What follows belongs to an exercise in optimizing a design on an open flow for small area; a production flow would make more cautious choices.
Where RTL was checked, it was by simulation tests only, not by an equivalence proof against the original.

==> v11 <==
// regfile_clr
module regfile_clr #(
    parameter int DATA_W = 32,
    parameter int ADDR_W = 5
) (
    input  logic              clk,
    input  logic              reset,
    input  logic              clear,
    input  logic [ADDR_W-1:0] rd_addr_a,
    input  logic [ADDR_W-1:0] rd_addr_b,
    output logic [DATA_W-1:0] rd_data_a,
    output logic [DATA_W-1:0] rd_data_b,
    input  logic              wr_en,
    input  logic [ADDR_W-1:0] wr_addr,
    input  logic [DATA_W-1:0] wr_data,
    output logic              ready
);
==> module regfile_clr, before the edit <==
module regfile_clr #(
    parameter int DATA_W = 32,
    parameter int ADDR_W = 5
) (
    input  logic              clk,
    input  logic              reset,
    input  logic              clear,
    input  logic [ADDR_W-1:0] rd_addr_a,
    input  logic [ADDR_W-1:0] rd_addr_b,
    output logic [DATA_W-1:0] rd_data_a,
    output logic [DATA_W-1:0] rd_data_b,
    input  logic              wr_en,
    input  logic [ADDR_W-1:0] wr_addr,
    input  logic [DATA_W-1:0] wr_data,
    output logic              ready
);
    localparam int DEPTH = 1 << ADDR_W;
    logic              ready_q;    
    logic [ADDR_W-1:0] clr_cnt_q;
    logic              out_en_q;   
    logic              par_q;      
    logic [ADDR_W-1:0] ra_q, rb_q;             
    logic [DEPTH-1:0]  sel_a_n, sel_b_n;       
    logic [DATA_W-1:0] mem_q [DEPTH];
    always_ff @(posedge clk or posedge reset) begin
        if (reset) begin
            ready_q   <= 1'b0;
            clr_cnt_q <= '0;
            out_en_q  <= 1'b0;
            par_q     <= 1'b0;
        end else begin
            out_en_q <= 1'b1;
            par_q    <= ~(ready_q & par_q);
            if (ready_q) begin
                if (clear) ready_q <= 1'b0;
            end else begin
                clr_cnt_q <= clr_cnt_q + 1'b1;
                if (clr_cnt_q == ADDR_W'(DEPTH - 1)) ready_q <= 1'b1;
            end
        end
    end
    always_ff @(posedge clk) begin
        ra_q <= rd_addr_a;
        rb_q <= rd_addr_b;
    end
    always_comb begin
        for (int i = 0; i < DEPTH; i++) begin
            sel_a_n[i] = ~(out_en_q && ra_q == ADDR_W'(i));
            sel_b_n[i] = ~(out_en_q && rb_q == ADDR_W'(i));
        end
    end
    logic              wr_ok;
    logic [DEPTH-1:0]  wr_row, hold_row;
    logic [DATA_W-1:0] col;
    assign wr_ok = wr_en & ~clear;
    assign col   = ~(wr_data ^ {DATA_W{par_q}});
    always_comb begin
        for (int i = 0; i < DEPTH; i++) begin
            wr_row[i]   = ~ready_q | (wr_ok && wr_addr == ADDR_W'(i));
            hold_row[i] = ~ready_q | ~(wr_ok && wr_addr == ADDR_W'(i));
        end
    end
    logic [DATA_W-1:0] mem_d [DEPTH];
    for (genvar i = 0; i < DEPTH; i++) begin : g_row
        regfile_clr_wrrow #(.DATA_W(DATA_W)) u_wr (
            .q(mem_q[i]), .wr(wr_row[i]), .hold(hold_row[i]), .col(col), .d(mem_d[i])
        );
    end
    always_ff @(posedge clk) begin
        for (int i = 0; i < DEPTH; i++) mem_q[i] <= mem_d[i];
    end
    logic [DEPTH*DATA_W-1:0] mem_flat;
    always_comb begin
        for (int i = 0; i < DEPTH; i++) mem_flat[i*DATA_W +: DATA_W] = mem_q[i];
    end
    regfile_clr_rdport #(.DATA_W(DATA_W), .DEPTH(DEPTH)) u_rd_a (
        .mem(mem_flat), .sel_n(sel_a_n), .par(par_q), .rd_data(rd_data_a)
    );
    regfile_clr_rdport #(.DATA_W(DATA_W), .DEPTH(DEPTH)) u_rd_b (
        .mem(mem_flat), .sel_n(sel_b_n), .par(par_q), .rd_data(rd_data_b)
    );
    assign ready     = ready_q;
endmodule
==> module regfile_clr_rdport, before the edit <==
module regfile_clr_rdport #(
    parameter int DATA_W = 32,
    parameter int DEPTH  = 32
) (
    input  logic [DEPTH*DATA_W-1:0] mem,
    input  logic [DEPTH-1:0]        sel_n,
    input  logic                    par,
    output logic [DATA_W-1:0]       rd_data
);
    for (genvar b = 0; b < DATA_W; b++) begin : g_bit
        logic [DEPTH/2-1:0] pair;
        logic [DEPTH/8-1:0] grp;
        logic               none;
        for (genvar k = 0; k < DEPTH / 2; k++) begin : g_pair
            regfile_clr_or2t u_p (
                .q0(mem[(2*k)*DATA_W + b]), .s0_n(sel_n[2*k]),
                .q1(mem[(2*k+1)*DATA_W + b]), .s1_n(sel_n[2*k+1]),
                .y(pair[k])
            );
        end
        for (genvar g = 0; g < DEPTH / 8; g++) begin : g_grp
            regfile_clr_or4 u_g (.a(pair[4*g +: 4]), .y(grp[g]));
        end
        regfile_clr_nor4 u_n (.a(grp), .y(none));
        regfile_clr_xnor2 u_x (.a(none), .b(par), .y(rd_data[b]));
    end
endmodule
==> module regfile_clr_or2t, before the edit <==
module regfile_clr_or2t (
    input  logic q0, s0_n, q1, s1_n,
    output logic y
);
    assign y = ~((q0 | s0_n) & (q1 | s1_n));
endmodule
==> module regfile_clr_or4, before the edit <==
module regfile_clr_or4 (
    input  logic [3:0] a,
    output logic       y
);
    assign y = |a;
endmodule
==> module regfile_clr_nor4, before the edit <==
module regfile_clr_nor4 (
    input  logic [3:0] a,
    output logic       y
);
    assign y = ~|a;
endmodule
==> module regfile_clr_xnor2, before the edit <==
module regfile_clr_xnor2 (
    input  logic a, b,
    output logic y
);
    assign y = ~(a ^ b);
endmodule
clock: 5.0 ns
lec_check: 0
cap_margin: 20
core_margin: 2
core_utilization: 40
cts_buf_list: sky130_fd_sc_hd__clkbuf_16
cts_cluster_diameter: 80
cts_cluster_size: 28
slew_margin: 20
synth_hierarchical: 1
synth_minimum_keep_size: 0
standard.sh (not shown) runs the stock make flow with config.mk's settings and CLKGATE_MAP_FILE= SYNTH_SCRIPT=/design/flow/synth_recipe.tcl, a recipe that flattens the netlist after the stock synthesis.
==> flow/flow/run.sh <==
#!/bin/bash
# Own layout flow: the standard flow (standard synthesis unchanged), with the port buffers
# made from the smallest buffer and clock tree synthesis without dummy loads.
set -euo pipefail
export BUFFER_PORTS_ARGS="-buffer_cell sky130_fd_sc_hd__buf_1"
export CTS_ARGS="-sink_clustering_enable -repair_clock_nets -sink_clustering_size 28 -sink_clustering_max_diameter 80 -buf_list sky130_fd_sc_hd__clkbuf_16 -dont_use_dummy_load"
bash standard.sh > standard_flow.log 2>&1
==> v36 (differences from v11) <==
--- a/flow/design.v
+++ b/flow/design.v
@@ -18,7 +18,7 @@
     logic              ready_q;    
     logic [ADDR_W-1:0] clr_cnt_q;
-    logic              out_en_q;   
     logic              par_q;      
-    logic [ADDR_W-1:0] ra_q, rb_q;             
+    logic [3:0]        ra_lo_q, rb_lo_q;
+    logic [DEPTH/4-1:0] ra_hi_q, rb_hi_q;
     logic [DEPTH-1:0]  sel_a_n, sel_b_n;       
     logic [DATA_W-1:0] mem_q [DEPTH];
@@ -27,8 +27,6 @@
             ready_q   <= 1'b0;
             clr_cnt_q <= '0;
-            out_en_q  <= 1'b0;
             par_q     <= 1'b0;
         end else begin
-            out_en_q <= 1'b1;
             par_q    <= ~(ready_q & par_q);
             if (ready_q) begin
@@ -41,11 +39,24 @@
     end
     always_ff @(posedge clk) begin
-        ra_q <= rd_addr_a;
-        rb_q <= rd_addr_b;
+        for (int j = 0; j < 4; j++) begin
+            ra_lo_q[j] <= (rd_addr_a[1:0] == 2'(j));
+            rb_lo_q[j] <= (rd_addr_b[1:0] == 2'(j));
+        end
+    end
+    always_ff @(posedge clk or posedge reset) begin
+        if (reset) begin
+            ra_hi_q <= '0;
+            rb_hi_q <= '0;
+        end else begin
+            for (int g = 0; g < DEPTH / 4; g++) begin
+                ra_hi_q[g] <= (rd_addr_a[ADDR_W-1:2] == (ADDR_W-2)'(g));
+                rb_hi_q[g] <= (rd_addr_b[ADDR_W-1:2] == (ADDR_W-2)'(g));
+            end
+        end
     end
     always_comb begin
         for (int i = 0; i < DEPTH; i++) begin
-            sel_a_n[i] = ~(out_en_q && ra_q == ADDR_W'(i));
-            sel_b_n[i] = ~(out_en_q && rb_q == ADDR_W'(i));
+            sel_a_n[i] = ~(ra_hi_q[i / 4] & ra_lo_q[i % 4]);
+            sel_b_n[i] = ~(rb_hi_q[i / 4] & rb_lo_q[i % 4]);
         end
     end
@@ -91,45 +102,10 @@
     output logic [DATA_W-1:0]       rd_data
 );
-    for (genvar b = 0; b < DATA_W; b++) begin : g_bit
-        logic [DEPTH/2-1:0] pair;
-        logic [DEPTH/8-1:0] grp;
-        logic               none;
-        for (genvar k = 0; k < DEPTH / 2; k++) begin : g_pair
-            regfile_clr_or2t u_p (
-                .q0(mem[(2*k)*DATA_W + b]), .s0_n(sel_n[2*k]),
-                .q1(mem[(2*k+1)*DATA_W + b]), .s1_n(sel_n[2*k+1]),
-                .y(pair[k])
-            );
-        end
-        for (genvar g = 0; g < DEPTH / 8; g++) begin : g_grp
-            regfile_clr_or4 u_g (.a(pair[4*g +: 4]), .y(grp[g]));
-        end
-        regfile_clr_nor4 u_n (.a(grp), .y(none));
-        regfile_clr_xnor2 u_x (.a(none), .b(par), .y(rd_data[b]));
+    logic [DATA_W-1:0] rd;
+    always_comb begin
+        rd = '0;
+        for (int i = 0; i < DEPTH; i++) rd |= ~(mem[i*DATA_W +: DATA_W] | {DATA_W{sel_n[i]}});
     end
-endmodule
-module regfile_clr_or2t (
-    input  logic q0, s0_n, q1, s1_n,
-    output logic y
-);
-    assign y = ~((q0 | s0_n) & (q1 | s1_n));
-endmodule
-module regfile_clr_or4 (
-    input  logic [3:0] a,
-    output logic       y
-);
-    assign y = |a;
-endmodule
-module regfile_clr_nor4 (
-    input  logic [3:0] a,
-    output logic       y
-);
-    assign y = ~|a;
-endmodule
-module regfile_clr_xnor2 (
-    input  logic a, b,
-    output logic y
-);
-    assign y = ~(a ^ b);
+    assign rd_data = rd ^ {DATA_W{par}};
 endmodule
 module regfile_clr_wrrow #(
==> v10 (differences from v11) <==
--- a/flow/design.v
+++ b/flow/design.v
@@ -28,5 +28,5 @@
             clr_cnt_q <= '0;
             out_en_q  <= 1'b0;
-            par_q     <= 1'b0;
+            par_q     <= 1'b1;
         end else begin
             out_en_q <= 1'b1;
@@ -46,6 +46,6 @@
     always_comb begin
         for (int i = 0; i < DEPTH; i++) begin
-            sel_a_n[i] = ~(out_en_q && ra_q == ADDR_W'(i));
-            sel_b_n[i] = ~(out_en_q && rb_q == ADDR_W'(i));
+            sel_a_n[i] = (ra_q != ADDR_W'(i));
+            sel_b_n[i] = (rb_q != ADDR_W'(i));
         end
     end
@@ -75,8 +75,8 @@
     end
     regfile_clr_rdport #(.DATA_W(DATA_W), .DEPTH(DEPTH)) u_rd_a (
-        .mem(mem_flat), .sel_n(sel_a_n), .par(par_q), .rd_data(rd_data_a)
+        .mem(mem_flat), .sel_n(sel_a_n), .par(par_q), .en(out_en_q), .rd_data(rd_data_a)
     );
     regfile_clr_rdport #(.DATA_W(DATA_W), .DEPTH(DEPTH)) u_rd_b (
-        .mem(mem_flat), .sel_n(sel_b_n), .par(par_q), .rd_data(rd_data_b)
+        .mem(mem_flat), .sel_n(sel_b_n), .par(par_q), .en(out_en_q), .rd_data(rd_data_b)
     );
     assign ready     = ready_q;
@@ -89,47 +89,13 @@
     input  logic [DEPTH-1:0]        sel_n,
     input  logic                    par,
+    input  logic                    en,
     output logic [DATA_W-1:0]       rd_data
 );
-    for (genvar b = 0; b < DATA_W; b++) begin : g_bit
-        logic [DEPTH/2-1:0] pair;
-        logic [DEPTH/8-1:0] grp;
-        logic               none;
-        for (genvar k = 0; k < DEPTH / 2; k++) begin : g_pair
-            regfile_clr_or2t u_p (
-                .q0(mem[(2*k)*DATA_W + b]), .s0_n(sel_n[2*k]),
-                .q1(mem[(2*k+1)*DATA_W + b]), .s1_n(sel_n[2*k+1]),
-                .y(pair[k])
-            );
-        end
-        for (genvar g = 0; g < DEPTH / 8; g++) begin : g_grp
-            regfile_clr_or4 u_g (.a(pair[4*g +: 4]), .y(grp[g]));
-        end
-        regfile_clr_nor4 u_n (.a(grp), .y(none));
-        regfile_clr_xnor2 u_x (.a(none), .b(par), .y(rd_data[b]));
+    logic [DATA_W-1:0] rd;
+    always_comb begin
+        rd = '0;
+        for (int i = 0; i < DEPTH; i++) rd |= ~(mem[i*DATA_W +: DATA_W] | {DATA_W{sel_n[i]}});
     end
-endmodule
-module regfile_clr_or2t (
-    input  logic q0, s0_n, q1, s1_n,
-    output logic y
-);
-    assign y = ~((q0 | s0_n) & (q1 | s1_n));
-endmodule
-module regfile_clr_or4 (
-    input  logic [3:0] a,
-    output logic       y
-);
-    assign y = |a;
-endmodule
-module regfile_clr_nor4 (
-    input  logic [3:0] a,
-    output logic       y
-);
-    assign y = ~|a;
-endmodule
-module regfile_clr_xnor2 (
-    input  logic a, b,
-    output logic y
-);
-    assign y = ~(a ^ b);
+    assign rd_data = (rd ^ {DATA_W{par}}) & {DATA_W{en}};
 endmodule
 module regfile_clr_wrrow #(
==> summary.txt <==
| quantity | v36 | v11 | v10 |
|---|---|---|---|
| Result of the run | finished clean | failed layout checks | failed layout checks |
| Violated checks | - | setup timing | setup timing |
| Mapped Area | 41100 um^2 | 40400 um^2 | 40900 um^2 |
| #FFs+latches synth | 1055 | 1042 | 1042 |
| First DRT Iteration DRCs | 6693 | 6466 | 6981 |
| Number of instances in the synthesized netlist | 4148 | 3940 | 4141 |
| Post-synth top area share | 50.2% | 51.2% | 50.6% |
| Avg Inst Size Synth | 9.91 um^2 | 10.3 um^2 | 9.87 um^2 |
| Critical Path Stages | 6 | 8 | 8 |
| Final-layout fill cell count | 10000 | 9586 | 9858 |
| Die area | 105000 um^2 | 104000 um^2 | 105000 um^2 |
| Reg-to-Reg End | mem_q[5][6] | mem_q[8][11] | mem_q[31][13] |
| Worst r2r src | ready_q | par_q | ready_q |
| Seq cells | 1055 | 1042 | 1042 |
| Number of detailed-route iterations in the first pass | 9 | 6 | 9 |
| DR top layer | met5 | met4 | met5 |
| Number of instances in the placed design | 5444 | 5330 | 5439 |
| Class of the most critical hold timing path | reg -> reg | in -> async | in -> async |
| Highest Clock Rate | 207 MHz | 199 MHz | 199 MHz |
For v11 and v10, only the layout was checked, not whether the RTL still works.

-- separate check: timing with driven ports --
The results above use ideal ports. As a check the final layouts listed here were re-extracted and re-timed, cells and wires unchanged. Step 1: set_driving_cell puts a clkbuf_16 on clk and a buf_2 on each other input, an assumption about the parent block. Step 2, shift: input delay + t, output delay - t, t = (earliest + latest rising clock arrival at the registers) / 2. This alone moves slack from input paths to output paths. Slacks: ideal / step 1 / step 2; pairs: ideal / step 1.
run | shift t [ns] | slack for setup (ns) | hold WS [ns] | latest minus earliest clock arrival (ns) | pins driven straight from the clock port
v11 | 0.711 | -0.021 / -0.089 / 0.622 | 0.275 / 0.228 / 0.471 | 0.064 / 0.064 | 1
v36 | 0.715 | 0.174 / 0.102 / 0.817 | 0.473 / 0.465 / 0.473 | 0.073 / 0.073 | 1
v10 | 0.700 | -0.025 / -0.095 / 0.605 | 0.264 / 0.213 / 0.469 | 0.101 / 0.100 | 1
